Context: an optimization exercise on an open-source flow, tuned for small area, a short achievable clock period and few clock cycles per item. The choices shown serve that exercise and are no tape-out recipe.
Function was checked by simulation only, so behaviour that the tests miss may differ from the original.
Power and IR drop assume default switching activity.

==> flow/design.v, too long to show whole: its modules and the start of the top module <==
// module obb_decode: 129 lines
// module obb_execute: 190 lines
// module obb_dot: 694 lines
// module obb_top: 51 lines
module obb_top (
    input  logic        clk,
    input  logic        rst,
    input  logic        wb_cyc,
    input  logic        wb_stb,
    input  logic        wb_we,
    input  logic [5:0]  wb_adr,
    input  logic [31:0] wb_dat_i,
    output logic        wb_ack,
    output logic [31:0] wb_dat_o
);
  // ...
==> flow/run.sh <==
#!/bin/bash
# synth_recipe.tcl (not shown) runs the flow's synth.tcl, then flattens the netlist and writes it again
# the make line also repeats each setting of config.mk as NAME=value (left out here)
make -C /OpenROAD-flow-scripts/flow DESIGN_CONFIG=/design/flow/config.mk WORK_HOME=/design/flow/orfs CLKGATE_MAP_FILE= SYNTH_SCRIPT=/design/flow/synth_recipe.tcl finish
==> flow/config.mk <==
export PLATFORM = sky130hd
export DESIGN_NAME = obb_top
export DESIGN_NICKNAME = obb_top
export VERILOG_FILES = /design/flow/design.v
export SDC_FILE = /design/flow/constraint.sdc
export NUM_CORES = 4
export LEC_CHECK = 0
export CAP_MARGIN = 20
export CORE_MARGIN = 2
export CORE_UTILIZATION = 40
export SLEW_MARGIN = 20
==> flow/constraint.sdc <==
create_clock -name core_clock -period 12.0 [get_ports {clk}]
set_input_delay 2.4000 -clock core_clock [delete_from_list [all_inputs] [get_ports {clk}]]
set_output_delay 2.4000 -clock core_clock [all_outputs]
set_load 0.01 [all_outputs]
==> flow_metrics.tcl, run 1 <==
set metrics [dict create \
    ys_ff_latch 1483 \
    finClkSkew_ns 0.0469 \
    crit_chain "buf_4 -> nor2b_2 -> mux2_4 -> buf_4 -> buf_4 -> a311oi_1 -> o22ai_1 -> mux2i_1 -> o21ai_0 -> o21ai_0" \
    status "finished clean" \
    synthAdderAreaFrac 0.166 \
    dr_wl_met3_um 25400 \
    reg2regPathDepth 10 \
    r2r_end "i_obb_decode.rdata_q[24]" \
    die_w_um 446 \
    hold_start "i_obb_execute.s1_last" \
    largest_class "registers" \
    antenna_found_initial 9 \
    endpoint_kind "flip-flop" \
    p_seq_frac 0.294 \
    yosysMostFrequentCell "edfxtp_1" \
    wl_um 253000 \
    fin_ws_ns 6.37 \
    worstMarginPinSlew_ns 1.24 \
    clock-sinks 1483 \
    syn_nets 7446 \
    period_share 0.469 \
    dr.pass1.iters 15 \
    hold_buffers 0 \
    clk_pin_slew_ns 0.06 \
    max-slew-margin-rel 0.168 \
    async_flop_share 0 \
    top_power_group "combinational logic" \
    ys.flop_type "edfxtp_1" \
    synth_top_area_cell "edfxtp_1" \
    syn_to_final_growth_pct 11.2 \
    grt_max_degree 102 \
    dp_cells 8903 \
    yosysWarnings 13 \
    p_comb_uw 13300 \
    drv_cap 0 \
    synthTopCellsByCount "edfxtp_1, inv_1, nand2_1, dfxtp_1, fa_1" \
    min_to "i_obb_execute.s2_last" \
    buf_share 0.0216 \
    finalMaxSlewViolations 0 \
]
Testbench counts, summed over its fixed seeds: cycles 7,168, jobs 128.
==> module obb_decode, before the edit <==
module obb_decode (
    input  logic         clk,
    input  logic         rst,
    input  logic         wb_cyc,
    input  logic         wb_stb,
    input  logic         wb_we,
    input  logic [5:0]   wb_adr,
    input  logic [31:0]  wb_dat_i,
    output logic         wb_ack,
    output logic [31:0]  wb_dat_o,
    output logic [479:0] pts,            
    output logic [143:0] axes,           
    output logic [2:0]   set,            
    input  logic [167:0] cache,          
    input  logic         fin,            
    output logic         bus_pt,         
    output logic [2:0]   bus_idx,
    input  logic [59:0]  lane_pt         
);
    logic        ack;
    logic        slow;                   
    logic [4:0]  radr;                   
    logic [31:0] sdata;
    logic        busy;
    logic        done;
    logic        acc;
    logic        wr;
    logic        start;
    logic [31:0] wd;
    logic [31:0] rdata;
    logic [31:0] rdata_q;
    logic [29:0] pt  [0:15];
    logic [15:0] ax  [0:8];
    logic [27:0] pub [0:5];              
    assign acc   = wb_cyc && wb_stb && !ack && !slow;
    assign wr    = acc && wb_we && !busy;             
    assign start = wr && wb_adr == 6'h19 && wb_dat_i[0];
    assign wd    = rst ? 32'd0 : wb_dat_i;            
    always_ff @(posedge clk) begin
        for (int i = 0; i < 16; i++) begin
            if (rst || (wr && wb_adr == 6'(i))) begin
                pt[i] <= wd[29:0];
            end
        end
        for (int k = 0; k < 9; k++) begin
            if (rst || (wr && wb_adr == 6'(16 + k))) begin
                ax[k] <= wd[15:0];
            end
        end
    end
    always_comb begin
        for (int a = 0; a < 3; a++) begin
            set[a] = wr && (wb_adr[5:4] == 2'b00 ||
                            wb_adr == 6'(16 + 3*a) || wb_adr == 6'(17 + 3*a) || wb_adr == 6'(18 + 3*a));
        end
    end
    always_comb begin
        for (int i = 0; i < 16; i++) begin
            pts[30*i +: 30] = pt[i];
        end
        for (int a = 0; a < 3; a++) begin
            axes[48*a +: 48] = {ax[3*a+2], ax[3*a+1], ax[3*a]};
        end
    end
    always_ff @(posedge clk) begin
        if (rst) begin
            ack  <= 1'b0;
            slow <= 1'b0;
            busy <= 1'b0;
            done <= 1'b0;
        end else begin
            slow <= acc && !wb_we && wb_adr < 6'h19;
            ack  <= (acc && !(!wb_we && wb_adr < 6'h19)) || slow;
            if (start) begin
                busy <= 1'b1;
                done <= 1'b0;
            end else if (busy && fin) begin
                busy <= 1'b0;
                done <= 1'b1;
            end
        end
    end
    always_ff @(posedge clk) begin
        if (busy && fin) begin
            for (int a = 0; a < 3; a++) begin
                pub[2*a]   <= cache[56*a + 28 +: 28];
                pub[2*a+1] <= cache[56*a +: 28];
            end
        end
    end
    always_ff @(posedge clk) begin
        radr <= wb_adr[4:0];
    end
    assign bus_pt  = slow && !radr[4];
    assign bus_idx = radr[2:0];
    always_comb begin
        sdata = '0;
        if (!radr[4]) begin
            sdata = {2'b00, radr[3] ? lane_pt[59:30] : lane_pt[29:0]};
        end else if (radr[3:0] < 4'd9) begin
            sdata = {{16{ax[radr[3:0]][15]}}, ax[radr[3:0]]};
        end
    end
    logic       sel_st;
    logic       sel_res;
    logic [27:0] res;
    assign sel_st  = wb_adr == 6'h1A;
    assign sel_res = wb_adr[5:3] == 3'b100 && wb_adr[2:1] != 2'b11;
    always_comb begin
        case (wb_adr[2:0])
            3'd0:    res = pub[0];
            3'd1:    res = pub[1];
            3'd2:    res = pub[2];
            3'd3:    res = pub[3];
            3'd4:    res = pub[4];
            default: res = pub[5];
        endcase
    end
    always_comb begin
        rdata    = sel_res ? {{4{res[27]}}, res} : 32'd0;
        rdata[0] = rdata[0] || (sel_st && busy && !fin);
        rdata[1] = rdata[1] || (sel_st && (done || (busy && fin)));
    end
    always_ff @(posedge clk) begin
        rdata_q <= rdata | (slow ? sdata : 32'd0);
    end
    assign wb_ack   = ack;
    assign wb_dat_o = rdata_q;
endmodule
==> module obb_top, before the edit <==
module obb_top (
    input  logic        clk,
    input  logic        rst,
    input  logic        wb_cyc,
    input  logic        wb_stb,
    input  logic        wb_we,
    input  logic [5:0]  wb_adr,
    input  logic [31:0] wb_dat_i,
    output logic        wb_ack,
    output logic [31:0] wb_dat_o
);
    logic [479:0] pts;
    logic [143:0] axes;
    logic [2:0]   set;
    logic [167:0] cache;
    logic         fin;
    logic         bus_pt;
    logic [2:0]   bus_idx;
    logic [59:0]  lane_pt;
    obb_decode i_obb_decode (
        .clk      (clk),
        .rst      (rst),
        .wb_cyc   (wb_cyc),
        .wb_stb   (wb_stb),
        .wb_we    (wb_we),
        .wb_adr   (wb_adr),
        .wb_dat_i (wb_dat_i),
        .wb_ack   (wb_ack),
        .wb_dat_o (wb_dat_o),
        .pts      (pts),
        .axes     (axes),
        .set      (set),
        .cache    (cache),
        .fin      (fin),
        .bus_pt   (bus_pt),
        .bus_idx  (bus_idx),
        .lane_pt  (lane_pt)
    );
    obb_execute i_obb_execute (
        .clk   (clk),
        .rst   (rst),
        .pts   (pts),
        .axes  (axes),
        .set   (set),
        .cache (cache),
        .fin     (fin),
        .bus_pt  (bus_pt),
        .bus_idx (bus_idx),
        .lane_pt (lane_pt)
    );
endmodule
==> run 2, diff against run 1 <==
--- a/flow/design.v
+++ b/flow/design.v
@@ -13,12 +13,13 @@
     output logic [143:0] axes,           
     output logic [2:0]   set,            
     input  logic [167:0] cache,          
-    input  logic         fin,            
+    input  logic         fin_e,          
     output logic         bus_pt,         
     output logic [2:0]   bus_idx,
     input  logic [59:0]  lane_pt         
 );
     logic        ack;
+    logic        fin;
     logic        slow;                   
     logic [4:0]  radr;                   
     logic [31:0] sdata;
@@ -34,13 +35,26 @@
     logic [15:0] ax  [0:8];
     logic [27:0] pub [0:5];              
     assign acc   = wb_cyc && wb_stb && !ack && !slow;
+    assign fin   = fin_e && !pw;
     assign wr    = acc && wb_we && !busy;             
     assign start = wr && wb_adr == 6'h19 && wb_dat_i[0];
     assign wd    = rst ? 32'd0 : wb_dat_i;            
+    logic        pw;
+    logic [3:0]  pw_adr;
+    logic [29:0] pw_dat;
+    always_ff @(posedge clk) begin
+        if (rst) begin
+            pw <= 1'b0;
+        end else begin
+            pw <= wr && wb_adr[5:4] == 2'b00;
+        end
+        pw_adr <= wb_adr[3:0];
+        pw_dat <= wb_dat_i[29:0];
+    end
     always_ff @(posedge clk) begin
         for (int i = 0; i < 16; i++) begin
-            if (rst || (wr && wb_adr == 6'(i))) begin
-                pt[i] <= wd[29:0];
+            if (rst || (pw && pw_adr == 4'(i))) begin
+                pt[i] <= rst ? 30'd0 : pw_dat;
             end
         end
         for (int k = 0; k < 9; k++) begin
@@ -51,8 +65,8 @@
     end
     always_comb begin
         for (int a = 0; a < 3; a++) begin
-            set[a] = wr && (wb_adr[5:4] == 2'b00 ||
-                            wb_adr == 6'(16 + 3*a) || wb_adr == 6'(17 + 3*a) || wb_adr == 6'(18 + 3*a));
+            set[a] = pw || (wr && (wb_adr == 6'(16 + 3*a) || wb_adr == 6'(17 + 3*a) ||
+                                   wb_adr == 6'(18 + 3*a)));
         end
     end
     always_comb begin
@@ -81,8 +95,16 @@
             end
         end
     end
+    logic pub_ld;
+    always_ff @(posedge clk) begin
+        if (rst) begin
+            pub_ld <= 1'b0;
+        end else begin
+            pub_ld <= busy && fin;
+        end
+    end
     always_ff @(posedge clk) begin
-        if (busy && fin) begin
+        if (pub_ld) begin
             for (int a = 0; a < 3; a++) begin
                 pub[2*a]   <= cache[56*a + 28 +: 28];
                 pub[2*a+1] <= cache[56*a +: 28];
@@ -102,23 +124,17 @@
             sdata = {{16{ax[radr[3:0]][15]}}, ax[radr[3:0]]};
         end
     end
-    logic       sel_st;
-    logic       sel_res;
-    logic [27:0] res;
-    assign sel_st  = wb_adr == 6'h1A;
-    assign sel_res = wb_adr[5:3] == 3'b100 && wb_adr[2:1] != 2'b11;
+    logic [5:0]  hit;                    
+    logic        sel_st;
+    assign sel_st = wb_adr == 6'h1A;
     always_comb begin
-        case (wb_adr[2:0])
-            3'd0:    res = pub[0];
-            3'd1:    res = pub[1];
-            3'd2:    res = pub[2];
-            3'd3:    res = pub[3];
-            3'd4:    res = pub[4];
-            default: res = pub[5];
-        endcase
-    end
-    always_comb begin
-        rdata    = sel_res ? {{4{res[27]}}, res} : 32'd0;
+        for (int w = 0; w < 6; w++) begin
+            hit[w] = wb_adr == 6'(32 + w);
+        end
+        rdata = '0;
+        for (int w = 0; w < 6; w++) begin
+            rdata = rdata | ({32{hit[w]}} & {{4{pub[w][27]}}, pub[w]});
+        end
         rdata[0] = rdata[0] || (sel_st && busy && !fin);
         rdata[1] = rdata[1] || (sel_st && (done || (busy && fin)));
     end
@@ -1048,7 +1064,7 @@
         .axes     (axes),
         .set      (set),
         .cache    (cache),
-        .fin      (fin),
+        .fin_e    (fin),
         .bus_pt   (bus_pt),
         .bus_idx  (bus_idx),
         .lane_pt  (lane_pt)
==> run 2 against run 1 <==
  * Still clean on timing, DRC and antenna
  * Register-to-register slack better by 0.48 ns
  * Global-route usage is 1.2 points higher
  * Final area is 0.42% higher
  * Critical path type unchanged
  * First-iteration DRC count is 5.6% higher
  * Sequential power is 5.8% higher
  * Fmax is 9.4% higher
  * Clock skew is 0.022 ns higher
  * Clock power is 2% lower
  * Via count is 1.4% lower
  * Die area is 0.51% higher
  * Synthesized cell count is 5.0% lower
  * Largest power group unchanged
  * Sequential share of layout area is 0.55 points higher
==> flow_metrics.tcl, run 2 <==
set metrics [dict create \
    p_int_uw 15000 \
    largest_reg_flops 480 \
    routedWlPerCell_um 29.7 \
    place.gp.congestion 0.988 \
    avgSynthCellArea_um2 12.5 \
    grt_overflow 0 \
    fin_area_um2 87400 \
    cts_setup_buffers 0 \
    async_flop_share 0 \
    fp.dieArea_um2 200000 \
    endpoint_kind "flip-flop" \
    syn-instance-count 6299 \
    peakVddDrop_mv 0.235 \
    yosys.area_share.simple 0.0581 \
    cts-root-buf "clkbuf_16" \
    ys_seq_area_frac 0.515 \
    setup_viol 0 \
    start_util 0.403 \
    p_seq_frac 0.307 \
    syn_to_final_growth_pct 11.1 \
    crit_chain "buf_4 -> mux2i_1 -> o21ai_0 -> ha_1 -> a21o_1 -> a21oi_1 -> o21bai_1 -> o311ai_0 -> nand3_1 -> o41ai_1 -> o21a_1 -> o21ai_0" \
    die_h_um 447 \
    synth_area_leaders "edfxtp_1, dfxtp_1, fa_1, ha_1, a222oi_1" \
    total_leakage_power_uw 0.0338 \
    status "finished clean" \
    yosys.area_share.xor_xnor 0.0138 \
    comb_power_share 0.506 \
    wl_um 266000 \
    worstSetupPathType "reg2reg" \
    synth_top_family_by_area "adder cells" \
    synth_compound_area_frac 0.141 \
    critPathLaunchType "flip-flop" \
    max-clock-path-buffers 3 \
    top_register "i_obb_decode.pt" \
    dp_hpwl_um 189000 \
    yosysMostFrequentCell "edfxtp_1" \
    crit_slowest_cell "o21ai_0" \
    drc 0 \
    finClkSkew_ns 0.0694 \
    fin_tns_setup_ns 0 \
    drt_iter0_drc 9037 \
    period_share 0.429 \
    hold_buffers 0 \
    dr.pass1.iters 17 \
    synth_edf_count 1016 \
    rows 162 \
    syn_nets 7112 \
    cp.required_ns 12.70 \
    syn_area_um2 78700 \
    critPathMaxFanout 32 \
    clk_pin_slew_ns 0.06 \
    port_buffers 73 \
    htreeDepth 4 \
    max-slew-margin-rel 0.111 \
    clock-sinks 1515 \
    grt_pass1_wl_um 377000 \
    final-hold-violation-count 0 \
    final_nets 7007 \
    crit_arrival_ns 5.85 \
    worstMarginPinSlew_ns 1.33 \
    swShare 0.430 \
    mostFrequentLayoutCell "edfxtp_1" \
    p_per_area_nw_per_um2 301 \
    finalMaxSlewViolations 0 \
    grt_setup_unrepaired "no" \
    cts_tree "yes" \
    ios 76 \
    yosysWarnings 13 \
    synthAdderAreaFrac 0.165 \
    ys.flop_type "edfxtp_1" \
    yosys.cell_types.count 96 \
    min_path_type "reg2reg" \
    vias 53693 \
    synth_top_area_cell "edfxtp_1" \
    core_um2 195000 \
    placed_cell_area_um2 82000 \
    finalCriticalPeriod_ns 5.15 \
    cpMostUsedCell "o21ai_0" \
    synthMuxAreaShare 0.0473 \
    grt_max_degree 101 \
    antenna_found_initial 12 \
    synthTopCellsByCount "edfxtp_1, inv_1, dfxtp_1, fa_1, clkbuf_1" \
    insertion_delay_ns 0.85 \
    ant_nets 0 \
    ys_ff_latch 1515 \
    reg_top3 "i_obb_decode.pt: 480 flops, i_obb_decode.pub: 168 flops, i_obb_execute.cache_q: 168 flops" \
    clkPwrFrac 0.187 \
    netlist.area_leader.share 0.388 \
    grt_usage 0.263 \
    cts_resized 0 \
    fmax_ghz 0.194 \
    viasPerCell 5.99 \
    max_stage_delay_ns 0.93 \
    cts_buffers 159 \
    grt_pass1_vias 52307 \
    mostFrequentLayoutCells "edfxtp_1, inv_1, dfxtp_1, fa_1, a222oi_1" \
    drive_gt1_frac 0.0976 \
    p_sw_uw 11300 \
    die_w_um 447 \
    drv_cap 0 \
]
## run 2: critical path: cells and delay by family (launching register included)
family                   cells  cell delay [ns]
AND/OR/NAND/NOR              1             0.17
flip-flops                   1             0.80
buffers and inverters        1             0.64
AO/OA/AOI/OAI                8             2.76
multiplexers                 1             0.18
adder cells (fa/ha/maj)      1             0.39
## run 2: area by class of cell
class,instances,area (µm²)
fillers,17565,108000
clock inverters,75,781
multi-input cells,3560,33700
well taps,2624,3280
inverters,764,2870
flip-flops and latches,1515,40500
repair buffers,194,1650
clock buffers,223,4540
diodes,5,12.5
## run 2: path summary, 6_finish.rpt
| check | startpoint | to | slack, ns | cells after the start |
|---|---|---|---|---|
| max reg2reg | i_obb_execute.rd_ax[0] | i_obb_execute.s1_t[52] | 6.85 | 12 |
| min reg2reg | i_obb_execute.s1_ax[0] | i_obb_execute.s2_ax[0] | 0.33 | 0 |
| max | i_obb_execute.rd_ax[0] | i_obb_execute.s1_t[52] | 6.85 | 12 |
| min | i_obb_execute.s1_ax[0] | i_obb_execute.s2_ax[0] | 0.33 | 0 |
## run 2: metal layers
layer,wire length [µm],share of wire,vias up,GRT usage
met2,117000,0.44,2971,0.396
met1,108000,0.41,27266,0.353
met5,97,0.00036,-,0
met3,27500,0.10,519,0.0676
li1,-,-,22925,-
met4,13600,0.051,12,0.122
## run 2: power groups by stage
stage | logic [µW] | registers (µW) | clock network, µW
detailed placement | 13200 | 8130 | 0
finish | 13300 | 8080 | 4920
global placement | 13000 | 8110 | 0
global route | 14900 | 8100 | 5210
CTS | 13200 | 8020 | 5000
floorplan | 8960 | 7180 | 0
## run 2: cell families after synthesis
kind of cell	after synthesis
buffers and inverters	1224
DFF	1515
muxes	267
xor gates and xnor gates	124
adders and majority gates	770
and+or+nand+nor	941
AOI/OAI and AO/OA	1458
## run 2: per-stage QoR
| stage | std cells | power, µW | worst slack [ns] | hold slack [ns] | utilization |
|---|---|---|---|---|---|
| floorplan | 6299 | 16100 | 7.01 | 0.310 | - |
| global placement | 8655 | 21100 | 6.72 | 0.310 | 0.420 |
| detailed placement | 8655 | 21400 | 6.69 | 0.315 | 0.420 |
| CTS | 8953 | 26300 | 7.03 | 0.313 | 0.447 |
| global route | 8958 | 28200 | 6.70 | 0.326 | 0.448 |
| finish | 8960 | 26300 | 6.85 | 0.325 | 0.448 |
Testbench counts of run 2, summed over its fixed seeds: cycles 7,168, jobs 128.
==> module obb_execute, before the edit <==
module obb_execute (
    input  logic         clk,
    input  logic         rst,
    input  logic [479:0] pts,            
    input  logic [143:0] axes,           
    input  logic [2:0]   set,            
    output logic [167:0] cache,          
    output logic         fin,            
    input  logic         bus_pt,         
    input  logic [2:0]   bus_idx,
    output logic [59:0]  lane_pt         
);
    localparam int NL = 2;                       
    localparam int NC = (16 + NL - 1) / NL;      
    localparam int IW = 3;                       
    logic [2:0]  dirty;
    logic [2:0]  pend;
    logic        rd_act;
    logic [1:0]  rd_ax;
    logic [IW-1:0] rd_idx;
    logic        rd_last;
    logic        abort;
    logic        pick;
    logic [1:0]  pick_ax;
    logic        s1_v, s1_first, s1_last;
    logic [1:0]  s1_ax;
    logic [44:0] s1_dg [0:NL-1];         
    logic [47:0] s1_axis;
    logic [53:0] s1_t;                   
    logic        s2_v, s2_first, s2_last;
    logic [1:0]  s2_ax;
    logic [83:0] s2_cs [0:NL-1];         
    logic        s3_v, s3_first, s3_last;
    logic [1:0]  s3_ax;
    logic signed [27:0] s3_p [0:NL-1];
    logic        s4_last;
    logic [1:0]  s4_ax;
    logic signed [27:0] wmin, wmax;
    logic [55:0] cache_q [0:2];
    assign rd_last = rd_act && rd_idx == IW'(NC - 1) && !bus_pt;
    assign abort   = rd_act && set[rd_ax];           
    assign pend    = dirty | set;
    assign pick    = (!rd_act || rd_last || abort) && pend != 3'b000;
    assign pick_ax = pend[0] ? 2'd0 : pend[1] ? 2'd1 : 2'd2;
    always_ff @(posedge clk) begin
        if (rst) begin
            dirty  <= 3'b111;
            rd_act <= 1'b0;
            rd_ax  <= 2'd0;
            rd_idx <= '0;
        end else if (pick) begin
            dirty  <= pend & ~(3'b001 << pick_ax);
            rd_act <= 1'b1;
            rd_ax  <= pick_ax;
            rd_idx <= '0;
        end else begin
            dirty <= pend;
            if (rd_last) begin
                rd_act <= 1'b0;
            end
            if (!bus_pt) begin
                rd_idx <= rd_idx + 1'b1;
            end
        end
    end
    always_ff @(posedge clk) begin
        if (rst) begin
            s1_v <= 1'b0;
        end else begin
            s1_v <= rd_act && !bus_pt;
        end
        s1_first <= rd_idx == '0;
        s1_last  <= rd_idx == IW'(NC - 1);
        s1_ax    <= rd_ax;
        s1_dg[0] <= {digits(lane_pt[29:20]), digits(lane_pt[19:10]), digits(lane_pt[9:0])};
        s1_dg[1] <= {digits(lane_pt[59:50]), digits(lane_pt[49:40]), digits(lane_pt[39:30])};
        s1_axis  <= axis;
        for (int c = 0; c < 3; c++) begin
            s1_t[18*c +: 18] <= {{2{axis[16*c+15]}}, axis[16*c +: 16]} + {axis[16*c+15], axis[16*c +: 16], 1'b0};
        end
    end
    logic [47:0] axis;
    assign axis = rd_ax == 2'd0 ? axes[47:0] : rd_ax == 2'd1 ? axes[95:48] : axes[143:96];
    function automatic logic [14:0] digits(input logic [9:0] v);
        logic [4:0] e1, e2, e3;
        for (int j = 0; j < 4; j++) begin
            e1[j] = !v[2*j+1] && v[2*j];
            e2[j] = v[2*j+1] && !v[2*j];
            e3[j] = v[2*j+1] && v[2*j];
        end
        e1[4] = !v[9] && v[8];
        e2[4] = v[9] && v[8];
        e3[4] = v[9] && !v[8];
        digits = {e3, e2, e1};
    endfunction
    logic [2:0] sel;
    assign sel = bus_pt ? bus_idx : rd_idx;
    always_comb begin
        for (int j = 0; j < 2; j++) begin
            lane_pt[30*j +: 30] = '0;
            for (int c = 0; c < 8; c++) begin
                if (sel == 3'(c)) begin
                    lane_pt[30*j +: 30] = pts[30 * (8*j + c) +: 30];
                end
            end
        end
    end
    for (genvar j = 0; j < NL; j++) begin : g_lane
        logic [83:0] cs;
        obb_dot i_obb_dot (
            .xs1 (s1_dg[j][4:0]),
            .xs2 (s1_dg[j][9:5]),
            .xs3 (s1_dg[j][14:10]),
            .ys1 (s1_dg[j][19:15]),
            .ys2 (s1_dg[j][24:20]),
            .ys3 (s1_dg[j][29:25]),
            .zs1 (s1_dg[j][34:30]),
            .zs2 (s1_dg[j][39:35]),
            .zs3 (s1_dg[j][44:40]),
            .ax  (s1_axis[15:0]),
            .ay  (s1_axis[31:16]),
            .az  (s1_axis[47:32]),
            .tx  (s1_t[17:0]),
            .ty  (s1_t[35:18]),
            .tz  (s1_t[53:36]),
            .s   (cs)
        );
        always_ff @(posedge clk) begin
            s2_cs[j] <= cs;
        end
    end
    always_ff @(posedge clk) begin
        if (rst) begin
            s2_v <= 1'b0;
        end else begin
            s2_v <= s1_v;
        end
        s2_first <= s1_first;
        s2_last  <= s1_last;
        s2_ax    <= s1_ax;
    end
    always_ff @(posedge clk) begin
        if (rst) begin
            s3_v <= 1'b0;
        end else begin
            s3_v <= s2_v;
        end
        s3_first <= s2_first;
        s3_last  <= s2_last;
        s3_ax    <= s2_ax;
        s3_p[0]  <= s2_cs[0][27:0] + s2_cs[0][55:28] + s2_cs[0][83:56];
        s3_p[1]  <= s2_cs[1][27:0] + s2_cs[1][55:28] + s2_cs[1][83:56];
    end
    logic c01, l0, l1, g0, g1;
    assign c01 = s3_p[0] < s3_p[1];
    assign l0  = s3_p[0] < wmin;
    assign l1  = s3_p[1] < wmin;
    assign g0  = s3_p[0] > wmax;
    assign g1  = s3_p[1] > wmax;
    always_ff @(posedge clk) begin
        if (rst) begin
            s4_last <= 1'b0;
        end else begin
            s4_last <= s3_v && s3_last;
        end
        s4_ax <= s3_ax;
        if (s3_v && (s3_first || (c01 ? l0 : l1))) begin
            wmin <= c01 ? s3_p[0] : s3_p[1];
        end
        if (s3_v && (s3_first || (c01 ? g1 : g0))) begin
            wmax <= c01 ? s3_p[1] : s3_p[0];
        end
    end
    logic signed [28:0] sum, dif;
    assign sum = wmax + wmin;
    assign dif = wmax - wmin;
    always_ff @(posedge clk) begin
        for (int a = 0; a < 3; a++) begin
            if (s4_last && s4_ax == 2'(a)) begin
                cache_q[a] <= {sum[28:1], dif[28:1]};    
            end
        end
    end
    always_comb begin
        for (int a = 0; a < 3; a++) begin
            cache[56*a +: 56] = cache_q[a];
        end
    end
    assign fin = dirty == 3'b000 && !rd_act && !s1_v && !s2_v && !s3_v && !s4_last;
endmodule
==> run 3, diff against run 2 <==
--- a/flow/design.v
+++ b/flow/design.v
@@ -19,6 +19,7 @@
     input  logic [59:0]  lane_pt         
 );
     logic        ack;
+    logic        sel_st;
     logic        fin;
     logic        slow;                   
     logic [4:0]  radr;                   
@@ -36,6 +37,7 @@
     logic [27:0] pub [0:5];              
     assign acc   = wb_cyc && wb_stb && !ack && !slow;
     assign fin   = fin_e && !pw;
+    assign sel_st = wb_adr == 6'h1A;
     assign wr    = acc && wb_we && !busy;             
     assign start = wr && wb_adr == 6'h19 && wb_dat_i[0];
     assign wd    = rst ? 32'd0 : wb_dat_i;            
@@ -85,7 +87,8 @@
             done <= 1'b0;
         end else begin
             slow <= acc && !wb_we && wb_adr < 6'h19;
-            ack  <= (acc && !(!wb_we && wb_adr < 6'h19)) || slow;
+            ack  <= (acc && !(!wb_we && wb_adr < 6'h19) && !(!wb_we && sel_st && busy && !fin)) ||
+                    slow;
             if (start) begin
                 busy <= 1'b1;
                 done <= 1'b0;
@@ -125,8 +128,6 @@
         end
     end
     logic [5:0]  hit;                    
-    logic        sel_st;
-    assign sel_st = wb_adr == 6'h1A;
     always_comb begin
         for (int w = 0; w < 6; w++) begin
             hit[w] = wb_adr == 6'(32 + w);
@@ -333,7 +334,7 @@
             cache[56*a +: 56] = cache_q[a];
         end
     end
-    assign fin = dirty == 3'b000 && !rd_act && !s1_v && !s2_v && !s3_v && !s4_last;
+    assign fin = dirty == 3'b000 && !rd_act && !s1_v && !s2_v && !s3_v;
 endmodule
 `timescale 1ns/1ps
 module obb_dot (
==> run 3 against run 2 <==
  * Clock-buffer cell count is 1 higher
  * Setup slack worse by 0.052 ns
  * First-iteration DRC count rose by 7.7%
  * Global-route usage decreased by 0.95 points
  * Utilization is 0.11 points higher
  * Clock power up 6.5%
  * Area after synthesis up 0.15%
  * Critical path type unchanged
  * Highest routed layer unchanged
==> flow_metrics.tcl, run 3 <==
set metrics [dict create \
    cp.required_ns 12.66 \
    finClkSkew_ns 0.0647 \
    grt_pass1_vias 52908 \
    viasPerCell 5.94 \
    ios 76 \
    crit_end "i_obb_decode.rdata_q[8]" \
    reg_top3 "i_obb_decode.pt: 480 flops, i_obb_decode.pub: 168 flops, i_obb_execute.cache_q: 168 flops" \
    placed_cell_area_um2 81900 \
    p_per_area_nw_per_um2 310 \
    fin_area_um2 87700 \
    critPathMaxFanout 41 \
    rows 162 \
    ff2ff_setup_slack_ns 6.80 \
    cts_setup_buffers 0 \
    clk_pin_slew_ns 0.06 \
    largest_reg_flops 480 \
    drc 0 \
    setup_viol 0 \
    ys_ff_latch 1515 \
    syn_area_um2 78800 \
    synth_top_area_cell "edfxtp_1" \
    period_share 0.433 \
    syn-instance-count 6389 \
    finish.utilization 0.449 \
    htreeDepth 4 \
    fp.dieArea_um2 200000 \
    clock-sinks 1515 \
    wl_um 257000 \
    grt_pass1_wl_um 369000 \
    cts_tree "yes" \
    syn_to_final_growth_pct 11.3 \
    netlist.area_leader.share 0.387 \
    place.gp.congestion 0.975 \
    insertion_delay_ns 0.83 \
    start_util 0.403 \
    core_um2 195000 \
    total_leakage_power_uw 0.0340 \
    grt_overflow 0 \
    async_flop_share 0 \
    finalCriticalPeriod_ns 5.20 \
    hold_buffers 0 \
    finalMaxSlewViolations 0 \
    synth_area_leaders "edfxtp_1, dfxtp_1, fa_1, ha_1, a222oi_1" \
    yosysMostFrequentCell "edfxtp_1" \
    status "finished clean" \
    vias 53745 \
    port_buffers 73 \
    worstMarginPinSlew_ns 1.20 \
    drive_gt1_frac 0.0941 \
    grt_max_degree 119 \
    grt_usage 0.253 \
    cts_buffers 160 \
    critPathLaunchType "flip-flop" \
    ant_nets 0 \
    mostFrequentLayoutCell "edfxtp_1" \
    reg2regPathDepth 10 \
    syn_nets 7202 \
    cts_resized 0 \
    die_w_um 448 \
    top_register "i_obb_decode.pt" \
    die_h_um 448 \
    routedWlPerCell_um 28.4 \
    fin_tns_setup_ns 0 \
    fin_ws_ns 6.80 \
    dp_hpwl_um 182000 \
    ys_seq_area_frac 0.514 \
    max-clock-path-buffers 3 \
    ys.flop_type "edfxtp_1" \
    grt_setup_unrepaired "no" \
    endpoint_kind "flip-flop" \
    yosysWarnings 13 \
    avgSynthCellArea_um2 12.3 \
    fmax_ghz 0.192 \
    drv_cap 0 \
    r2r_start "i_obb_decode.slow" \
    final_nets 7095 \
    synth_edf_count 1016 \
    min_path_type "reg2reg" \
    synthTopCellsByCount "edfxtp_1, inv_1, dfxtp_1, fa_1, clkbuf_1" \
    r2r_end "i_obb_decode.rdata_q[8]" \
    peakVddDrop_mv 0.382 \
    mostFrequentLayoutCells "edfxtp_1, inv_1, dfxtp_1, fa_1, a222oi_1" \
    final-hold-violation-count 0 \
    yosys.cell_types.count 98 \
    crit_arrival_ns 5.87 \
    worstSetupPathType "reg2reg" \
    drt_iter0_drc 9737 \
    max-slew-margin-rel 0.185 \
    cts-root-buf "clkbuf_16" \
    dp_slack_ns 6.22 \
    dr.pass1.iters 20 \
    startpoint "i_obb_decode.slow" \
    antenna_found_initial 13 \
]
-- run 3: worst min-delay path by stage --
stage                                  end                   start  cells after the start  slack, ns
finish              i_obb_execute.s3_first  i_obb_execute.s2_first                      0       0.32
global route        i_obb_execute.s2_ax[0]  i_obb_execute.s1_ax[0]                      0       0.33
CTS                 i_obb_execute.s2_ax[0]  i_obb_execute.s1_ax[0]                      0       0.33
detailed placement  i_obb_execute.s3_ax[1]  i_obb_execute.s2_ax[1]                      0       0.31
global placement    i_obb_execute.s4_ax[1]  i_obb_execute.s3_ax[1]                      0       0.31
floorplan           i_obb_execute.s2_ax[0]  i_obb_execute.s1_ax[0]                      0       0.31
-- run 3: area by class of cell --
cell class | count | area, µm²
fill | 17708 | 108000
sequential | 1515 | 40500
multi-input combinational | 3642 | 33700
clock buffer | 224 | 4610
tap | 2624 | 3280
inverter | 769 | 2890
timing repair buffer | 194 | 1650
clock inverter | 75 | 1070
antenna | 5 | 12.5
-- run 3: logic make-up (layout without fill, tap and decap cells) --
family                     after synthesis  count (layout)  share of synthesized area
adders and majority gates              770             770                      0.165
muxes                                  238             238                     0.0420
DFF                                   1515            1515                      0.514
AOI/OAI and AO/OA                     1483            1483                      0.141
xor gates and xnor gates               123             123                     0.0137
buffers and inverters                 1232            1262                     0.0618
and+or+nand+nor                       1028            1028                     0.0624
other                                    0               5                          0
-- run 3: worst max-delay path: stages, from the launching register on --
cell and delay (ns):
dfxtp_1 0.33, nor2b_4 0.60, mux2i_4 0.34, buf_4 0.60
buf_4 0.68, mux4_2 0.62, nand2_1 0.08, a21oi_1 0.30
mux2_2 0.39, o22ai_1 0.85, nand3_1 0.15
-- run 3: through the flow --
stage	total power [µW]	hold WS, ns	instances
finish	27200	0.318	9048
global route	29100	0.328	9048
CTS	27100	0.327	9039
detailed placement	21800	0.315	8740
global placement	21600	0.310	8738
floorplan	16600	0.310	6389
-- run 3: power by group --
| group | switching (µW) | internal (µW) | leakage [µW] | total, µW |
|---|---|---|---|---|
| clock | 2150 | 3090 | 0.00276 | 5240 |
| sequential | 1230 | 6900 | 0.0137 | 8130 |
| combinational | 8290 | 5560 | 0.0175 | 13800 |
-- run 3: per-layer routing --
layer / GRT usage / vias to the layer above / routed length [µm]
met5: 0 / - / 25
met4: 0.122 / 4 / 13800
met3: 0.0627 / 567 / 26000
met2: 0.393 / 3082 / 115000
met1: 0.332 / 26893 / 102000
li1: - / 23199 / -
Testbench counts of run 3, summed over its fixed seeds: cycles 6,912, jobs 128.
==> run 4, diff against run 3 <==
--- a/flow/design.v
+++ b/flow/design.v
@@ -22,6 +22,8 @@
     logic        sel_st;
     logic        fin;
     logic        slow;                   
+    logic        slow2;                  
+    logic [31:0] sdata_q;
     logic [4:0]  radr;                   
     logic [31:0] sdata;
     logic        busy;
@@ -35,7 +37,7 @@
     logic [29:0] pt  [0:15];
     logic [15:0] ax  [0:8];
     logic [27:0] pub [0:5];              
-    assign acc   = wb_cyc && wb_stb && !ack && !slow;
+    assign acc   = wb_cyc && wb_stb && !ack && !slow && !slow2;
     assign fin   = fin_e && !pw;
     assign sel_st = wb_adr == 6'h1A;
     assign wr    = acc && wb_we && !busy;             
@@ -82,13 +84,15 @@
     always_ff @(posedge clk) begin
         if (rst) begin
             ack  <= 1'b0;
-            slow <= 1'b0;
-            busy <= 1'b0;
+            slow  <= 1'b0;
+            slow2 <= 1'b0;
+            busy  <= 1'b0;
             done <= 1'b0;
         end else begin
-            slow <= acc && !wb_we && wb_adr < 6'h19;
+            slow  <= acc && !wb_we && wb_adr < 6'h19;
+            slow2 <= slow;
             ack  <= (acc && !(!wb_we && wb_adr < 6'h19) && !(!wb_we && sel_st && busy && !fin)) ||
-                    slow;
+                    slow2;
             if (start) begin
                 busy <= 1'b1;
                 done <= 1'b0;
@@ -140,7 +144,8 @@
         rdata[1] = rdata[1] || (sel_st && (done || (busy && fin)));
     end
     always_ff @(posedge clk) begin
-        rdata_q <= rdata | (slow ? sdata : 32'd0);
+        sdata_q <= sdata;
+        rdata_q <= rdata | (slow2 ? sdata_q : 32'd0);
     end
     assign wb_ack   = ack;
     assign wb_dat_o = rdata_q;
@@ -165,6 +170,7 @@
     logic [2:0]  pend;
     logic        rd_act;
     logic [1:0]  rd_ax;
+    logic [2:0]  rd_axo;                 
     logic [IW-1:0] rd_idx;
     logic        rd_last;
     logic        abort;
@@ -195,11 +201,13 @@
             dirty  <= 3'b111;
             rd_act <= 1'b0;
             rd_ax  <= 2'd0;
+            rd_axo <= 3'b001;
             rd_idx <= '0;
         end else if (pick) begin
             dirty  <= pend & ~(3'b001 << pick_ax);
             rd_act <= 1'b1;
             rd_ax  <= pick_ax;
+            rd_axo <= 3'b001 << pick_ax;
             rd_idx <= '0;
         end else begin
             dirty <= pend;
@@ -228,7 +236,8 @@
         end
     end
     logic [47:0] axis;
-    assign axis = rd_ax == 2'd0 ? axes[47:0] : rd_ax == 2'd1 ? axes[95:48] : axes[143:96];
+    assign axis = ({48{rd_axo[0]}} & axes[47:0]) | ({48{rd_axo[1]}} & axes[95:48]) |
+                  ({48{rd_axo[2]}} & axes[143:96]);
     function automatic logic [14:0] digits(input logic [9:0] v);
         logic [4:0] e1, e2, e3;
         for (int j = 0; j < 4; j++) begin
--- a/flow/config.mk
+++ b/flow/config.mk
@@ -7,5 +7,5 @@
 export LEC_CHECK = 0
 export CAP_MARGIN = 20
 export CORE_MARGIN = 2
-export CORE_UTILIZATION = 40
+export CORE_UTILIZATION = 30
 export SLEW_MARGIN = 20
==> run 4 against run 3 <==
  * Setup slack better by 0.038 ns
  * Clock-buffer cell count up 2
  * Fmax up 0.74%
  * Sequential share of layout area up 0.052 points
  * Via count up 1.8%
  * First-iteration DRC count down 1.0%
  * Sequential power down 2.7%
  * Cell count up 11%
  * Utilization down 11 points
  * Register-to-register slack better by 0.04 ns
  * Clock skew down 0.0022 ns
  * Wire length up 6.2%
  * Highest routed layer unchanged
==> flow_metrics.tcl, run 4 <==
set metrics [dict create \
    hold_start "i_obb_execute.s3_ax[1]" \
    crit_arrival_ns 5.82 \
    min_path_cells 0 \
    finalCriticalPeriod_ns 5.16 \
    ys.flop_type "edfxtp_1" \
    die_w_um 517 \
    finalMaxSlewViolations 0 \
    cts_resized 0 \
    endpoint_kind "flip-flop" \
    yosysWarnings 13 \
    drc 0 \
    cts-root-buf "clkbuf_16" \
    synth_edf_count 1016 \
    fin_tns_setup_ns 0 \
    vias 54700 \
    mostFrequentLayoutCell "edfxtp_1" \
    final-hold-violation-count 0 \
    ys_seq_area_frac 0.521 \
    setup_viol 0 \
    syn-instance-count 6466 \
    fillerInstances 25668 \
    reg_top3 "i_obb_decode.pt: 480 flops, i_obb_decode.pub: 168 flops, i_obb_execute.cache_q: 168 flops" \
    largest_reg_flops 480 \
    hold_buffers 0 \
    place.gp.congestion 0.984 \
    dp_cells 9696 \
    yosys.cell_types.count 92 \
    fp.dieArea_um2 267000 \
    grt_setup_unrepaired "no" \
    ys_ff_latch 1549 \
    cts_tree "yes" \
    final_nets 7162 \
    ant_nets 0 \
    max-clock-path-buffers 3 \
    clock-sinks 1549 \
    syn_area_um2 79000 \
    drive_gt1_frac 0.0860 \
    seq_area_um2 41200 \
    netlist.area_leader.share 0.386 \
    start_util 0.301 \
    min_path_type "reg2reg" \
    synth_area_leaders "edfxtp_1, dfxtp_1, fa_1, a222oi_1, ha_1" \
    dp_hpwl_um 195000 \
    grt_overflow 0 \
    synth_top_area_cell "edfxtp_1" \
    syn_to_final_growth_pct 12.8 \
    dp_slack_ns 6.17 \
    fmax_ghz 0.194 \
    top_register "i_obb_decode.pt" \
    antenna_found_initial 24 \
    drv_cap 0 \
    worstMarginPinSlew_ns 1.28 \
    r2r_start "i_obb_decode.slow" \
    rows 188 \
    r2r_end "i_obb_decode.sdata_q[19]" \
    async_flop_share 0 \
    peakVddDrop_mv 0.176 \
    worstSetupPathType "reg2reg" \
    htreeDepth 4 \
    critPathMaxFanout 58 \
    routedWlPerCell_um 27.2 \
    cts_setup_buffers 0 \
    min_to "i_obb_execute.s4_ax[1]" \
    synthTopCellsByCount "edfxtp_1, inv_1, dfxtp_1, fa_1, a222oi_1" \
    total_leakage_power_uw 0.0347 \
    port_buffers 73 \
    wl_um 272000 \
    finClkSkew_ns 0.0624 \
    grt_pass1_wl_um 388000 \
    die_h_um 517 \
    syn_nets 7279 \
    avgSynthCellArea_um2 12.2 \
    grt_usage 0.199 \
    insertion_delay_ns 0.84 \
    period_share 0.430 \
    grt_pass1_vias 53110 \
    multi_input_area_um2 33100 \
    dr.pass1.iters 15 \
    ff2ff_setup_slack_ns 6.84 \
    fin_ws_ns 6.84 \
    critPathLaunchType "flip-flop" \
    reg2regPathDepth 11 \
    drt_iter0_drc 9637 \
    ios 76 \
    mostFrequentLayoutCells "edfxtp_1, inv_1, dfxtp_1, fa_1, a222oi_1" \
    p_per_area_nw_per_um2 278 \
    grt_max_degree 134 \
    clk_pin_slew_ns 0.06 \
    max-slew-margin-rel 0.147 \
    layout.cells.non_filler 10005 \
    viasPerCell 5.47 \
    cp.required_ns 12.66 \
    status "finished clean" \
    cts_buffers 163 \
    yosysMostFrequentCell "edfxtp_1" \
    power.total_uw 24800 \
    core_um2 262000 \
]
==> run 4: cell types whose count changed in the layout (fill, tap and decap cells not counted), moves of 39 or more <==
| cell | previous run | this run |
|---|---|---|
| a21o_1 | 46 | 85 |
| a21oi_1 | 215 | 293 |
| a221o_1 | 7 | 46 |
| a222oi_1 | 368 | 424 |
| inv_1 | 766 | 810 |
| mux4_2 | 64 | 8 |
| nand2_1 | 346 | 275 |
==> run 4: per-stage QoR <==
| step | hold WS, ns | util | cell area, µm² |
|---|---|---|---|
| floorplan | 0.310 | - | 79000 |
| global placement | 0.311 | 0.318 | 83400 |
| detailed placement | 0.312 | 0.319 | 83500 |
| CTS | 0.325 | 0.340 | 89000 |
| global route | 0.331 | 0.340 | 89100 |
| finish | 0.327 | 0.340 | 89100 |
==> run 4: area by class of cell <==
class | instances | area share
flip-flops and latches | 1549 | 0.462
well taps | 3515 | 0.0494
clock inverters | 77 | 0.0108
clock buffers | 226 | 0.0516
diodes | 3 | 0.0000843
inverters | 810 | 0.0341
multi-input cells | 3620 | 0.372
repair buffers | 205 | 0.0198
==> run 4: kinds of logic after synthesis <==
kind of cell / count (synthesis) / synth area share
compound gates: 1659 / 0.157
flops: 1549 / 0.521
buf+inv: 1297 / 0.0626
simple gates: 884 / 0.0547
fa+ha+maj: 770 / 0.164
mux: 176 / 0.0251
xor+xnor: 131 / 0.0145
==> run 4: how the worst max path moves through the flow <==
stage                           start                          end  slack (ns)  cells past startpoint
6_report            i_obb_decode.slow     i_obb_decode.sdata_q[19]        6.84                     11
5_1_grt             i_obb_decode.slow     i_obb_decode.sdata_q[19]        6.63                     11
4_1_cts             i_obb_decode.slow     i_obb_decode.sdata_q[19]        6.88                     11
3_5_place_dp                wb_adr[2]     i_obb_decode.rdata_q[30]        6.17                      9
3_3_place_gp                wb_adr[2]     i_obb_decode.rdata_q[28]        6.22                      9
2_1_floorplan  i_obb_execute.s4_ax[0]  i_obb_execute.cache_q[0][0]        7.05                      1
==> run 4: layer usage <==
metal / GRT usage / share of wire / vias up / wire [µm]
met5: 0 / 0.00042 / - / 115
met4: 0.0796 / 0.044 / 18 / 12100
met3: 0.0487 / 0.11 / 490 / 29200
met2: 0.303 / 0.44 / 3161 / 119000
met1: 0.271 / 0.41 / 27541 / 112000
li1: - / - / 23490 / -
==> run 4: power by group <==
group	switching (µW)	internal (µW)	total (µW)
Combinational	7070	4630	11700
Clock	2220	2970	5190
Sequential	1130	6780	7910
Total	10400	14400	24800
==> run 4: critical path: stages (launching register included) <==
cell	delay [ns]
dfxtp_1	0.39
nor2b_2	0.75
mux2_4	0.61
buf_4	0.51
buf_4	0.72
mux2_2	0.29
a221oi_1	0.07
a31oi_1	0.17
a21oi_1	0.05
o21ai_0	0.64
mux2i_1	0.15
o21ai_0	0.53
Testbench counts of run 4, summed over its fixed seeds: cycles 6,912, jobs 128.
==> run 5, diff against run 4 <==
==> flow/flow/run.sh (new file) <==
#!/bin/bash
# The standard layout, with timing repair aiming at a slack of 7.7 ns on the design's 12 ns clock:
# the tools then work on the paths that set the achieved period instead of stopping at 12 ns.
set -euo pipefail
bash standard.sh SETUP_SLACK_MARGIN=7.7 finish > make_finish.log 2>&1
==> flow/standard.sh (new file) <==
#!/bin/bash
# synth_recipe.tcl (not shown) runs the flow's synth.tcl, then flattens the netlist and writes it again
# the make line also repeats each setting of config.mk as NAME=value (left out here)
make -C /OpenROAD-flow-scripts/flow DESIGN_CONFIG=/design/flow/config.mk WORK_HOME=/design/flow/orfs CLKGATE_MAP_FILE= SYNTH_SCRIPT=/design/flow/synth_recipe.tcl "${@:-finish}"
removed: flow/run.sh
==> run 5 against run 4 <==
  * Still clean on timing, DRC and antenna
  * Wire length fell by 1.6%
  * Utilization rose by 0.11 points
  * Area after synthesis did not move
  * Critical path depth fell by 3
  * Final area rose by 0.32%
  * Sequential share of layout area fell by 0.12 points
==> flow_metrics.tcl, run 5 <==
set metrics [dict create \
    final_nets 7161 \
    fin_area_um2 89400 \
    placed_cell_area_um2 83300 \
    min_path_type "reg2reg" \
    largest_reg_flops 480 \
    total_leakage_power_uw 0.0348 \
    cp.required_ns 12.45 \
    netlist.area_leader.share 0.386 \
    core_um2 262000 \
    hold_start "i_obb_execute.s1_ax[0]" \
    ant_nets 0 \
    grt_usage 0.196 \
    startpoint "wb_cyc" \
    avgSynthCellArea_um2 12.2 \
    wl_um 268000 \
    clk_pin_slew_ns 0.06 \
    routedWlPerCell_um 26.8 \
    ios 76 \
    drv_cap 0 \
    fin_tns_setup_ns 0 \
    worst-path-buf-inv 3 \
    crit_chain "clkdlybuf4s50_1 -> nor4b_4 -> nand4b_1 -> nor4b_4 -> buf_4 -> nand2_1 -> o21bai_2 -> buf_4" \
    peakVddDrop_mv 0.216 \
    fmax_ghz 0.234 \
    mostFrequentLayoutCells "edfxtp_1, inv_1, dfxtp_1, fa_1, a222oi_1" \
    drc 0 \
    htreeDepth 4 \
    port_buffers 73 \
    cts_tree "yes" \
    ys_seq_area_frac 0.521 \
    ys.flop_type "edfxtp_1" \
    yosys.cell_types.count 92 \
    grt_setup_unrepaired "yes" \
    die_h_um 517 \
    endpoint_kind "flip-flop" \
    final-hold-violation-count 0 \
    syn_nets 7279 \
    setup_viol 0 \
    dp_hpwl_um 190000 \
    yosysWarnings 13 \
    finClkSkew_ns 0.0822 \
    grt_pass1_vias 53442 \
    antenna_found_initial 14 \
    p_per_area_nw_per_um2 273 \
    yosysMostFrequentCell "edfxtp_1" \
    synth_top_area_cell "edfxtp_1" \
    fp.dieArea_um2 267000 \
    cts-root-buf "clkbuf_16" \
    rows 188 \
    syn_area_um2 79000 \
    grt_overflow 0 \
    finalCriticalPeriod_ns 4.27 \
    worstSetupPathType "in2reg" \
    max_stage_delay_ns 0.52 \
    cts_buffers 161 \
    seq_area_um2 41200 \
    die_w_um 517 \
    vias 54930 \
    max-clock-path-buffers 3 \
    start_util 0.301 \
    critPathLaunchType "input port" \
    drt_iter0_drc 9388 \
    ys_ff_latch 1549 \
    max-slew-margin-rel 0.154 \
    multi_input_area_um2 33300 \
    drive_gt1_frac 0.0927 \
    grt_max_degree 95 \
    syn_to_final_growth_pct 13.1 \
    mostFrequentLayoutCell "edfxtp_1" \
    grt_pass1_wl_um 382000 \
    async_flop_share 0 \
    hold_buffers 0 \
    top_register "i_obb_decode.pt" \
    synthTopCellsByCount "edfxtp_1, inv_1, dfxtp_1, fa_1, a222oi_1" \
    critPathMaxFanout 16 \
    synth_area_leaders "edfxtp_1, dfxtp_1, fa_1, a222oi_1, ha_1" \
    insertion_delay_ns 0.86 \
    crit_arrival_ns 4.72 \
    finalMaxSlewViolations 0 \
    viasPerCell 5.49 \
    dr.pass1.iters 22 \
    r2r_start "i_obb_execute.s1_axis[10]" \
    syn-instance-count 6466 \
    period_share 0.355 \
    reg_top3 "i_obb_decode.pt: 480 flops, i_obb_decode.pub: 168 flops, i_obb_execute.cache_q: 168 flops" \
    fillerInstances 25703 \
    crit_slowest_cell "clkdlybuf4s50_1" \
    place.gp.congestion 0.963 \
    status "finished clean" \
    synth_edf_count 1016 \
    worstMarginPinSlew_ns 1.27 \
    clock-sinks 1549 \
    cpLargestDelayFamily "buffers and inverters" \
]
==> run 5: repair_timing <==
| item | 4_1_cts | 5_1_grt |
|---|---|---|
| resized for setup | 55 | 23 |
| gates cloned | 1 | 0 |
| buffers inserted | 3 | 7 |
| setup endpoints to repair | 316 | 111 |
| pin swaps | 2 | 6 |
==> run 5: per-stage QoR <==
stage | power [µW] | setup slack [ns] | cells | hold WS, ns | util
after detailed placement | 19100 | 5.93 | 9685 | 0.312 | 0.318
final | 24400 | 7.73 | 10003 | 0.325 | 0.341
after global routing | 26000 | 7.69 | 10001 | 0.331 | 0.341
after global placement | 19000 | 5.93 | 9685 | 0.310 | 0.318
after floorplan | 14500 | 7.41 | 6466 | 0.310 | -
after CTS | 24300 | 7.69 | 9989 | 0.322 | 0.340
==> run 5: final cells by class <==
class,instances,area share
Antenna cell,3,0.0000840
Clock buffer,224,0.0513
Clock inverter,76,0.0108
Inverter,810,0.0340
Multi-Input combinational cell,3621,0.373
Sequential cell,1549,0.461
Tap cell,3515,0.0492
Timing Repair Buffer,205,0.0205
==> run 5: power breakdown <==
part / internal (µW) / leakage (µW) / total [µW] / switching [µW]
logic: 4550 / 0.0180 / 11300 / 6760
clock network: 2930 / 0.00267 / 5160 / 2220
registers: 6780 / 0.0142 / 7960 / 1180
total: 14300 / 0.0348 / 24400 / 10200
==> run 5: per-layer routing <==
metal	vias to the layer above	GRT usage	share of wire
met2	3326	0.295	0.43
met4	6	0.0799	0.045
met1	27530	0.261	0.40
met3	555	0.0575	0.12
li1	23513	-	-
met5	-	0	0.00013
==> run 5: final timing paths <==
check | to | cells past startpoint | slack (ns)
max | i_obb_decode.ax[6][4] | 8 | 7.73
min | i_obb_execute.s2_ax[0] | 0 | 0.32
max reg2reg | i_obb_execute.s2_cs[1][44] | 7 | 7.76
min reg2reg | i_obb_execute.s2_ax[0] | 0 | 0.32
==> run 5: kinds of logic (layout without fill, tap and decap cells) <==
kind of cell | after synthesis | in the layout | synth area share
AO/OA/AOI/OAI | 1659 | 1659 | 0.157
flip-flops | 1549 | 1549 | 0.521
buffers and inverters | 1297 | 1315 | 0.0626
AND/OR/NAND/NOR | 884 | 885 | 0.0547
adder cells (fa/ha/maj) | 770 | 770 | 0.164
multiplexers | 176 | 176 | 0.0251
XOR/XNOR | 131 | 131 | 0.0145
other | 0 | 3 | 0
==> run 6, diff against run 5 <==
==> flow/flow/run.sh (replaced) <==
#!/bin/bash
# The standard layout, with timing repair aiming at a slack of 8.1 ns on the design's 12 ns clock:
# the tools then work on the paths that set the achieved period instead of stopping at 12 ns.
set -euo pipefail
bash standard.sh SETUP_SLACK_MARGIN=8.1 finish > make_finish.log 2>&1
==> run 6 against run 5 <==
  * Highest routed layer unchanged
  * Power rose by 0.94%
  * Largest power group unchanged
  * Largest cell class unchanged
  * Setup slack improved by 0.37 ns
  * Clock power barely moved
  * Die area did not move
  * Synthesized cell count did not move
  * Via count rose by 0.74%
  * Non-clock buffer count rose by 37
==> flow_metrics.tcl, run 6 <==
set metrics [dict create \
    status "finished clean" \
    worstSetupPathType "reg2reg" \
    grt_overflow 0 \
    drv_cap 0 \
    synth_edf_count 1016 \
    period_share 0.325 \
    netlist.area_leader.share 0.386 \
    drt_iter0_drc 9599 \
    crit_arrival_ns 4.57 \
    reg_top3 "i_obb_decode.pt: 480 flops, i_obb_decode.pub: 168 flops, i_obb_execute.cache_q: 168 flops" \
    synth_top_area_cell "edfxtp_1" \
    syn_area_um2 79000 \
    avgSynthCellArea_um2 12.2 \
    critPathMaxFanout 49 \
    dr.pass1.iters 17 \
    endpoint_kind "flip-flop" \
    place.gp.congestion 0.986 \
    worstMarginPinSlew_ns 1.19 \
    yosysMostFrequentCell "edfxtp_1" \
    htreeDepth 4 \
    finalCriticalPeriod_ns 3.90 \
    critPathLaunchType "flip-flop" \
    routedWlPerCell_um 27.2 \
    finalMaxSlewViolations 0 \
    viasPerCell 5.51 \
    cp.required_ns 12.68 \
    fillerInstances 25588 \
    largest_reg_flops 480 \
    holdWs_ns 0.327 \
    cts_tree "yes" \
    insertion_delay_ns 0.82 \
    ant_nets 0 \
    max-slew-margin-rel 0.204 \
    wl_um 274000 \
    grt_pass1_wl_um 389000 \
    syn-instance-count 6466 \
    fp.dieArea_um2 267000 \
    final-hold-violation-count 0 \
    vias 55335 \
    ys_ff_latch 1549 \
    clock-sinks 1549 \
    syn_nets 7279 \
    fin_tns_setup_ns 0 \
    top_register "i_obb_decode.pt" \
    grt_pass1_vias 54370 \
    placed_cell_area_um2 83500 \
    grt_setup_unrepaired "yes" \
    mostFrequentLayoutCells "edfxtp_1, inv_1, dfxtp_1, fa_1, a222oi_1" \
    finClkSkew_ns 0.0569 \
    max-clock-path-buffers 3 \
    final_nets 7200 \
    multi_input_area_um2 33600 \
    core_um2 262000 \
    yosys.cell_types.count 92 \
    synth_area_leaders "edfxtp_1, dfxtp_1, fa_1, a222oi_1, ha_1" \
    async_flop_share 0 \
    setup_viol 0 \
    cts-root-buf "clkbuf_16" \
    total_leakage_power_uw 0.0351 \
    peakVddDrop_mv 0.217 \
    min_path_type "reg2reg" \
    drc 0 \
    hold_buffers 0 \
    port_buffers 73 \
    seq_area_um2 41400 \
    die_w_um 517 \
    start_util 0.301 \
    dp_hpwl_um 191000 \
    grt_usage 0.199 \
    cts_buffers 160 \
    syn_to_final_growth_pct 14.1 \
    mostFrequentLayoutCell "edfxtp_1" \
    ys.flop_type "edfxtp_1" \
    drive_gt1_frac 0.117 \
    grt_max_degree 92 \
    clk_pin_slew_ns 0.06 \
    antenna_found_initial 24 \
    fin_area_um2 90100 \
    die_h_um 517 \
    synthTopCellsByCount "edfxtp_1, inv_1, dfxtp_1, fa_1, a222oi_1" \
    yosysWarnings 13 \
    fmax_ghz 0.257 \
    ys_seq_area_frac 0.521 \
    ios 76 \
    p_per_area_nw_per_um2 274 \
    rows 188 \
]
run 6: cell counts after synthesis:
Identical to the previous run, type by type.
run 6: layout make-up:
type	count	area share
tap	3515	0.0488
sequential	1549	0.459
inverter	810	0.0338
clock buffer	222	0.0507
timing repair inverter	1	0.0000555
clock inverter	77	0.0109
multi-input combinational	3623	0.372
timing repair buffer	242	0.0242
antenna	4	0.000111
run 6: metal layers:
metal | global-route usage | wire [µm]
met4 | 0.0758 | 11900
met3 | 0.0616 | 33900
met2 | 0.299 | 118000
met1 | 0.268 | 110000
met5 | 0 | 52
run 6: critical path, stage by stage, from the launching register on:
cell and delay [ns]:
dfxtp_2 0.33, buf_12 0.16, a222oi_1 0.79, inv_1 0.16, buf_4 0.19, ha_1 0.29
a21o_1 0.19, a21oi_2 0.16, nand2b_1 0.15, a21oi_1 0.09, a41o_1 0.28, or4_4 0.44
o311ai_4 0.11, o21a_1 0.22, o21ai_0 0.11
run 6: stage by stage:
step                      utilization  worst slack [ns]  std cells  total power, µW
after CTS                       0.342              8.10      10021            24400
final                           0.344              8.10      10043            24700
after global placement          0.319              6.01       9692            19000
after detailed placement        0.319              6.06       9693            19100
after floorplan                     -              7.45       6466            14500
after global routing            0.344              8.07      10040            26200
run 6: cell families after synthesis:
family,share of synthesized area
AO/OA/AOI/OAI,0.157
flip-flops,0.521
buffers and inverters,0.0626
AND/OR/NAND/NOR,0.0547
adder cells (fa/ha/maj),0.164
multiplexers,0.0251
XOR/XNOR,0.0145
run 6: repair_timing:
| item | in CTS | in global routing |
|---|---|---|
| gates cloned | 3 | 2 |
| setup endpoints to repair | 793 | 368 |
| gates resized for setup | 200 | 127 |
| setup buffers | 26 | 12 |
| pin swaps | 17 | 27 |
run 6: worst paths after layout:
check                           from                      to  slack, ns  depth (start not counted)
min reg2reg   i_obb_execute.s1_ax[0]  i_obb_execute.s2_ax[0]       0.33                          0
max reg2reg  i_obb_execute.rd_axo[1]  i_obb_execute.s1_t[52]       8.10                         14
min           i_obb_execute.s1_ax[0]  i_obb_execute.s2_ax[0]       0.33                          0
max          i_obb_execute.rd_axo[1]  i_obb_execute.s1_t[52]       8.10                         14
run 6: power breakdown:
part	switching, µW	internal (µW)	leakage [µW]
logic	6970	4560	0.0183
registers	1150	6790	0.0142
clock network	2180	3010	0.00267
total	10300	14400	0.0351

==> re-timing with driven ports <==
How much do the figures lean on ideal ports? The routed layouts below were timed once more, with nothing changed but the port constraints.
Step 1 (the two cells are an assumption about what drives the block):
set clk [get_ports {clk}]
set_driving_cell -lib_cell sky130_fd_sc_hd__clkbuf_16 $clk
set_driving_cell -lib_cell sky130_fd_sc_hd__buf_2 [delete_from_list [all_inputs] $clk]
Step 2 also shifts input and output timing later by t, the mid clock arrival at the registers, as if the neighbouring blocks saw the same clock.
Three values: ideal ports, drivers, drivers and shift; two values: the first two.
run	shift t [ns]	setup slack, ns	slew at the worst register clock pin (ns)	worst slew at a driven data input, ns
run 1	0.883	6.367 / 6.367 / 5.913	0.08 / 0.08	0.11
run 2	0.905	6.851 / 6.851 / 6.706	0.07 / 0.07	0.19
run 3	0.881	6.798 / 6.798 / 6.089	0.08 / 0.08	0.05
run 4	0.891	6.836 / 6.836 / 6.144	0.07 / 0.07	0.10
run 5	0.902	7.734 / 7.658 / 6.892	0.07 / 0.07	0.11
run 6	0.883	8.103 / 8.055 / 7.314	0.07 / 0.07	0.10
After both steps every run listed still meets setup and hold. For run 5, which loses most, drivers alone change the setup slack by -0.076 ns; drivers and shift together by -0.842 ns.
